This design comes from an exercise in tuning for small area on the open sky130 flow, not from production work. Function was checked by simulation only, so behaviour that the tests miss may differ from the original. No activity file was given, so power comes from the tool's default toggle rates.

`design/flow/design.v`:
```
package madd_pkg;
  localparam int WinLen    = 16;
  localparam int WinLog    = $clog2(WinLen);
  localparam int SmpW      = 16;
  localparam int SumW      = SmpW + WinLog;
  localparam int DevW      = SumW + 1;
  localparam int ThrW      = 15;
  localparam int HoldW     = 8;
  localparam int LimW      = ThrW + WinLog;
  localparam int CfgIdxW   = 1;
  localparam int CfgDataW  = 15;
  localparam int EvtW      = 2;
  localparam int OutTdataW = 8;
  localparam logic [ThrW-1:0]  ThrRst  = ThrW'(768);
  localparam logic [HoldW-1:0] HoldRst = HoldW'(30);
  typedef enum logic [CfgIdxW-1:0] {
    CfgThreshold = 1'b0,
    CfgHoldoff   = 1'b1
  } cfg_idx_e;
  typedef enum logic [EvtW-1:0] {
    EvtNone    = 2'd0,
    EvtBump    = 2'd1,
    EvtPothole = 2'd2
  } evt_e;
  typedef struct packed {
    logic                   vld;
    logic signed [SmpW-1:0] data;
  } cell_t;
endpackage
module madd_cell (
  input  logic            clk_i,
  input  logic            rst_ni,
  input  logic            en_i,
  input  madd_pkg::cell_t d_i,
  output madd_pkg::cell_t q_o
);
  madd_pkg::cell_t cell_d, cell_q;
  always_comb begin
    cell_d = cell_q;
    if (en_i) begin
      cell_d = d_i;
    end
  end
  always_ff @(posedge clk_i or negedge rst_ni) begin
    if (!rst_ni) begin
      cell_q <= '0;
    end else begin
      cell_q <= cell_d;
    end
  end
  assign q_o = cell_q;
endmodule
module madd_eval (
  input  logic                                clk_i,
  input  logic                                rst_ni,
  input  logic                                in_vld_i,
  output logic                                in_rdy_o,
  input  logic signed [madd_pkg::SmpW-1:0]    in_smp_i,
  input  logic signed [madd_pkg::SumW-1:0]    in_sum_i,
  input  logic                                in_fill_i,
  input  logic        [madd_pkg::ThrW-1:0]    thr_i,
  input  logic        [madd_pkg::HoldW-1:0]   hold_len_i,
  output logic                                out_vld_o,
  input  logic                                out_rdy_i,
  output madd_pkg::evt_e                      out_evt_o
);
  localparam int DevW = madd_pkg::DevW;
  localparam int LimW = madd_pkg::LimW;
  localparam logic signed [DevW-1:0] WinMul = DevW'(madd_pkg::WinLen);
  logic                   p2_vld_d, p2_vld_q;
  logic signed [DevW-1:0] p2_dev_d, p2_dev_q;
  logic                   p2_fill_q;
  logic                   ovld_d, ovld_q;
  madd_pkg::evt_e         evt_d, evt_q;
  logic [madd_pkg::HoldW-1:0] hold_d, hold_q;
  logic                   out_rdy, p2_rdy, p2_adv;
  logic [LimW-1:0]        lim;
  logic signed [DevW-1:0] lim_s;
  logic                   hit_pos, hit_neg;
  assign out_rdy  = !ovld_q || out_rdy_i;
  assign p2_rdy   = !p2_vld_q || out_rdy;
  assign p2_adv   = p2_vld_q && out_rdy;
  assign in_rdy_o = p2_rdy;
  always_comb begin
    p2_dev_d = DevW'(in_smp_i) * WinMul - DevW'(in_sum_i);
    p2_vld_d = p2_vld_q;
    if (p2_rdy) begin
      p2_vld_d = in_vld_i;
    end
  end
  assign lim     = LimW'(thr_i) * LimW'(madd_pkg::WinLen);
  assign lim_s   = $signed(DevW'(lim));
  assign hit_pos = p2_dev_q > lim_s;
  assign hit_neg = p2_dev_q < -lim_s;
  always_comb begin
    hold_d = hold_q;
    evt_d  = evt_q;
    ovld_d = ovld_q;
    if (out_rdy) begin
      ovld_d = p2_vld_q;
    end
    if (p2_adv) begin
      evt_d = madd_pkg::EvtNone;
      if (!p2_fill_q) begin
        evt_d = madd_pkg::EvtNone;
      end else if (hold_q != '0) begin
        hold_d = hold_q - 1'b1;
      end else if (hit_pos) begin
        evt_d  = madd_pkg::EvtBump;
        hold_d = hold_len_i;
      end else if (hit_neg) begin
        evt_d  = madd_pkg::EvtPothole;
        hold_d = hold_len_i;
      end
    end
  end
  always_ff @(posedge clk_i or negedge rst_ni) begin
    if (!rst_ni) begin
      p2_vld_q <= 1'b0;
      ovld_q   <= 1'b0;
      hold_q   <= '0;
    end else begin
      p2_vld_q <= p2_vld_d;
      ovld_q   <= ovld_d;
      hold_q   <= hold_d;
    end
  end
  always_ff @(posedge clk_i) begin
    if (p2_rdy && in_vld_i) begin
      p2_dev_q  <= p2_dev_d;
      p2_fill_q <= in_fill_i;
    end
    evt_q <= evt_d;
  end
  assign out_vld_o = ovld_q;
  assign out_evt_o = evt_q;
endmodule
module moving_average_deviation_detector_unit (
  input  logic                               clk_i,
  input  logic                               rst_ni,
  input  logic                               cfg_we_i,
  input  logic [madd_pkg::CfgIdxW-1:0]       cfg_idx_i,
  input  logic [madd_pkg::CfgDataW-1:0]      cfg_wdata_i,
  input  logic                               s_axis_tvalid,
  output logic                               s_axis_tready,
  input  logic [madd_pkg::SmpW-1:0]          s_axis_tdata,   
  output logic                               m_axis_tvalid,
  input  logic                               m_axis_tready,
  output logic [madd_pkg::OutTdataW-1:0]     m_axis_tdata    
);
  localparam int WinLen = madd_pkg::WinLen;
  localparam int SumW   = madd_pkg::SumW;
  localparam int SmpW   = madd_pkg::SmpW;
  logic [madd_pkg::ThrW-1:0]  thr_d, thr_q;
  logic [madd_pkg::HoldW-1:0] hold_len_d, hold_len_q;
  always_comb begin
    thr_d      = thr_q;
    hold_len_d = hold_len_q;
    if (cfg_we_i) begin
      case (cfg_idx_i)
        madd_pkg::CfgThreshold: thr_d      = cfg_wdata_i[madd_pkg::ThrW-1:0];
        madd_pkg::CfgHoldoff:   hold_len_d = cfg_wdata_i[madd_pkg::HoldW-1:0];
        default: ;
      endcase
    end
  end
  always_ff @(posedge clk_i or negedge rst_ni) begin
    if (!rst_ni) begin
      thr_q      <= madd_pkg::ThrRst;
      hold_len_q <= madd_pkg::HoldRst;
    end else begin
      thr_q      <= thr_d;
      hold_len_q <= hold_len_d;
    end
  end
  logic                   p1_vld_d, p1_vld_q;
  logic signed [SmpW-1:0] p1_smp_q;
  logic signed [SumW-1:0] p1_sum_q;
  logic                   p1_fill_q;
  logic accept;
  logic p1_rdy;
  logic eval_rdy;
  assign p1_rdy        = !p1_vld_q || eval_rdy;
  assign s_axis_tready = p1_rdy;
  assign accept        = s_axis_tvalid && s_axis_tready;
  logic [SmpW:0] chain [WinLen+1];
  assign chain[0] = {1'b1, s_axis_tdata};   
  for (genvar k = 0; k < WinLen; k++) begin : g_cell
    madd_cell u_cell (
      .clk_i  (clk_i),
      .rst_ni (rst_ni),
      .en_i   (accept),
      .d_i    (chain[k]),
      .q_o    (chain[k+1])
    );
  end
  logic signed [SumW-1:0] sum_d, sum_q;
  always_comb begin
    sum_d = sum_q;
    if (accept) begin
      sum_d = sum_q - SumW'($signed(chain[WinLen][SmpW-1:0])) + SumW'($signed(chain[0][SmpW-1:0]));
    end
  end
  always_ff @(posedge clk_i or negedge rst_ni) begin
    if (!rst_ni) begin
      sum_q <= '0;
    end else begin
      sum_q <= sum_d;
    end
  end
  always_comb begin
    p1_vld_d = p1_vld_q;
    if (p1_rdy) begin
      p1_vld_d = accept;
    end
  end
  always_ff @(posedge clk_i or negedge rst_ni) begin
    if (!rst_ni) begin
      p1_vld_q <= 1'b0;
    end else begin
      p1_vld_q <= p1_vld_d;
    end
  end
  always_ff @(posedge clk_i) begin
    if (accept) begin
      p1_smp_q  <= chain[0][SmpW-1:0];
      p1_sum_q  <= sum_d;
      p1_fill_q <= chain[WinLen-1][SmpW];
    end
  end
  madd_pkg::evt_e evt;
  madd_eval u_eval (
    .clk_i      (clk_i),
    .rst_ni     (rst_ni),
    .in_vld_i   (p1_vld_q),
    .in_rdy_o   (eval_rdy),
    .in_smp_i   (p1_smp_q),
    .in_sum_i   (p1_sum_q),
    .in_fill_i  (p1_fill_q),
    .thr_i      (thr_q),
    .hold_len_i (hold_len_q),
    .out_vld_o  (m_axis_tvalid),
    .out_rdy_i  (m_axis_tready),
    .out_evt_o  (evt)
  );
  assign m_axis_tdata = madd_pkg::OutTdataW'(evt);
endmodule
```
`design/flow/run.sh`:
```
#!/bin/bash
# synth_recipe.tcl (not shown) runs the flow's synth.tcl, then flattens the netlist and writes it again
# the make line also repeats each setting of config.mk as NAME=value (left out here)
make -C /OpenROAD-flow-scripts/flow DESIGN_CONFIG=/design/flow/config.mk WORK_HOME=/design/flow/orfs CLKGATE_MAP_FILE= SYNTH_SCRIPT=/design/flow/synth_recipe.tcl finish
```
`design/flow/config.mk`:
```
export PLATFORM = sky130hd
export DESIGN_NAME = moving_average_deviation_detector_unit
export DESIGN_NICKNAME = moving_average_deviation_detector_unit
export VERILOG_FILES = /design/flow/design.v
export SDC_FILE = /design/flow/constraint.sdc
export NUM_CORES = 4
export LEC_CHECK = 0
export CAP_MARGIN = 20
export CORE_MARGIN = 2
export CORE_UTILIZATION = 40
export SLEW_MARGIN = 20
```
`design/flow/constraint.sdc`:
```
create_clock -name core_clock -period 4.5 [get_ports {clk_i}]
set_input_delay 0.9000 -clock core_clock [delete_from_list [all_inputs] [get_ports {clk_i}]]
set_output_delay 0.9000 -clock core_clock [all_outputs]
set_load 0.01 [all_outputs]
```
==> impl_results.md <==
- Status: finished clean
- Top_reg_cell synth: dfrtp_1
- Syn Area/Cell: approximately 9.4 um2
- Worst-margin pin slew: between 1 and 1.5 ns
- Total CTS buffers: 43
- Dominant cell type by area after synthesis: dfrtp_1
- Initial antenna violation count: 0
- Post-CTS Setup Repair Bufs: 0
- Final Total Pwr: 0.01278 W
- Max Cap Violations: 0
- RSZ-0062 raised after global routing: false
- Util after Layout: 46.31%
- Final #Nets: approximately 2,000
- Root buffer cell: clkbuf_16
- Row count: between 70 and 80
- Area growth from synthesis to layout: 14.18%
- DRC Markers: 0
- Post-synth ARST share: about 84%
- Global-route wire length before repair: roughly 56,000 um
- Post-synth cell types: 69
- Dpl hpwl: about 20,000 um
- Synthesized area: between 0.015 and 0.02 mm2
- Maximum vdd drop: ~0.35 mV
- CP Class: register to register
- Leakage power: 10.17 nW
- Slew HR: between 20 and 30%
- DP Cell Count: roughly 2,400
- Via density: between 4 and 5
- PortBufs: 40
- R2R Path Start: thr_q[2]
- Largest net degree at the start of global routing: 198
- Setup crit start: thr_q[2]
- Post-Layout Cell Count: around 2,500
- Core Region: approximately 0.043 mm2
- Setup TNS: 0 ns
- All-Layer GR Usage: between 10 and 15%
- GPL Wtd Cong: 0.9160
- Critical path arrival: 4.46 ns
- Commonest non-fill, non-tap cell in the layout: nand2_1
- Initial Util: between 40% and 50%
- Reg2reg end: u_eval.hold_q[6]
- Die boundary width: between 200 and 250 um
- Slew Viols, Final: 0
- Req. time, crit path: 4.91 ns
- Number of fill cells: 4,061
- Setup crit end: u_eval.hold_q[6]
- Layout cells sized above 1: roughly 6.0%
- Die area: about 0.045 mm2
- Worst-path clk slew: 0.06 ns
- WL final: 32,590 um
- Fin crit period: a little over 4 ns
- Most frequent cells in the layout: 839 x nand2_1, 319 x dfrtp_1, 123 x inv_1
- Crit end category: register
- Antenna-violating nets left: 0
- Sink Count: 386
- R2r setup slk: 0.45 ns
- Final Hold Viols: 0
- Part of the cycle the worst path needs: roughly 90%
- Max FO, Critical Path: 11
- EDFF count, synth: 61
- Synth Instances: between 1,500 and 2,000
- Largest cells by area after synthesis: dfrtp_1 46%, nand2_1 18%, edfxtp_1 10%
- Post-synthesis sequential area ratio: 56.95%
- Pwr dens: 639.1 mW/mm2
- Vias post-DR: roughly 12,000
- First DRT Iteration DRCs: 854
- Avg WL per Cell: between 10 and 15 um
- Ant. Diodes: 0
- Final setup skew: 0.008949 ns
- Grt total ovfl: 0
- #FFs+latches synth: roughly 390
- CTS max path bufs: 3
- TritonCTS clock tree: built
- Hold WC Path Type: input port to asynchronous set/reset pin
- Cts repair resizes: 0
- Cts hold-fix bufs: 0
- Worst reg2reg path depth: 16
- CTS H-tree lvls: 2
- Final setup vio count: 0
- Max Fclk: between 200 and 250 MHz
- # IOs: 47
- CP startpoint kind: register
- Share of the synthesized area in the top cell type: a little under half
- Clk Latency, worst-skew pair: about 0.53 ns
- Vias in the first global route: between 10,000 and 15,000
- Warnings, synthesis: 5
- First-pass iteration count of the detailed router: 5
- Die height: between 200 and 250 um
==> metal layers <==
layer / wire (um) / vias up / global-route usage, %
li1: - / 5992 / -
met1: 15600 / 5533 / 20.39
met2: 14960 / 159 / 24.21
met3: 1055 / 65 / 2.471
met4: 974 / 0 / 5.101
met5: 0 / - / 0
==> metrics by stage <==
| step | cell area, um2 | hold WS [ns] | setup WS (ns) |
|---|---|---|---|
| floorplan | 17530 | 0.4003 | 0.9328 |
| global placement | 18540 | 0.4043 | 0.1691 |
| detailed placement | 18540 | 0.4045 | 0.1138 |
| CTS | 19990 | 0.4175 | 0.3880 |
| global route | 19990 | 0.4225 | 0.1936 |
| finish | 19990 | 0.3830 | 0.4541 |
==> synth_stat cells (all sizes together) (4+ instances only) <==
| master | count |
|---|---|
| mux2 | 8 |
| nor3 | 16 |
| a21oi | 33 |
| xnor2 | 31 |
| o211ai | 4 |
| dfrtp | 319 |
| o21ai | 66 |
| or3 | 6 |
| o21a | 8 |
| and3 | 6 |
| buf | 13 |
| dfstp | 6 |
| inv | 124 |
| nor2 | 22 |
| fa | 19 |
| o311a | 4 |
| clkbuf | 63 |
| nand4 | 5 |
| edfxtp | 61 |
| o31ai | 4 |
| nor2b | 9 |
| or2 | 7 |
| xor2 | 11 |
| nand3 | 16 |
| nand2 | 840 |
| ha | 73 |
| nand2b | 11 |
| a21o | 17 |
| a211oi | 7 |
| a31oi | 6 |
| and2 | 4 |
==> report_power, final <==
part           internal [W]  switching, W
Combinational       0.00173       0.00234
Sequential          0.00463      0.000523
Clock               0.00216       0.00139
Total               0.00852       0.00425
==> sequential cells by signal (all words and copies together) (netlist names) <==
name	cells
p1_smp_q	16
u_eval.ovld_q	1
u_eval.evt_q	2
g_cell.u_cell.cell_q	271
u_eval.p2_fill_q	1
p1_vld_q	1
thr_q	15
p1_sum_q	20
u_eval.hold_q	8
u_eval.p2_dev_q	21
sum_q	20
u_eval.p2_vld_q	1
p1_fill_q	1
hold_len_q	8
==> how the worst min path moves through the flow <==
stage	startpoint	endpoint	slack [ns]
4_1_cts	p1_fill_q	u_eval.p2_fill_q	0.42
6_report	rst_ni	g_cell[0].u_cell.cell_q[14]	0.38
3_3_place_gp	p1_fill_q	u_eval.p2_fill_q	0.40
5_1_grt	p1_fill_q	u_eval.p2_fill_q	0.42
3_5_place_dp	p1_fill_q	u_eval.p2_fill_q	0.40
2_1_floorplan	p1_fill_q	u_eval.p2_fill_q	0.40
==> critical path: stages, from the launching register on <==
cell and delay (ns):
dfrtp_1 0.42, or3_1 0.41, nand2b_1 0.20, nor3_2 0.17
nand4_1 0.21, nor3_1 0.30, nand2_1 0.14, nor2_1 0.13
xnor2_1 0.08, ha_1 0.29, nand2_1 0.07, or2_0 0.27
a2111o_1 0.39, a22oi_1 0.23, buf_4 0.21, and4b_1 0.20
a211o_1 0.22
==> area by class of cell <==
type                    count  area, um2  area share (%)
clock inverters            13      121.4          0.6070
well taps                 585      732.0           3.661
clock buffers              66       1336           6.684
multi-input cells        1285       6788           33.95
flip-flops and latches    386       9972           49.88
inverters                 124      473.0           2.366
repair buffers             52      570.5           2.854
==> cells by family (layout without fill, tap and decap cells) <==
family,Yosys count,after routing,share of synthesized area (%)
flip-flops,386,386,56.95
other,1,6,0.02142
AND/OR/NAND/NOR,965,965,22.26
buffers and inverters,200,255,4.430
AO/OA/AOI/OAI,172,172,6.331
multiplexers,8,8,0.5145
adder cells (fa/ha/maj),92,92,7.389
XOR/XNOR,42,42,2.101

==> port drivers added, routing unchanged <==
How much do the figures lean on ideal ports? The routed layout below was timed once more, with nothing changed but the port constraints. Step 1, drivers: a clkbuf_16 drives clk_i and a buf_2 each remaining input, both assumed. Step 2 moves the port delays by t, midway between the first and last clock arrival at a register: inputs arrive t later, outputs are due t later. That takes back most of the time a late clock gives input paths. Slacks: ideal / step 1 / step 2; pairs: ideal / step 1.
shift t [ns]: 0.581
slack for setup (ns): 0.454 / 0.454 / 0.042
clock arrival spread, ns: 0.011 / 0.011
pins driven straight from the clock port: 1
After both steps setup and hold are still met in this run. The setup slack of this run moves by 0.000 ns with the drivers and by -0.412 ns with both steps.
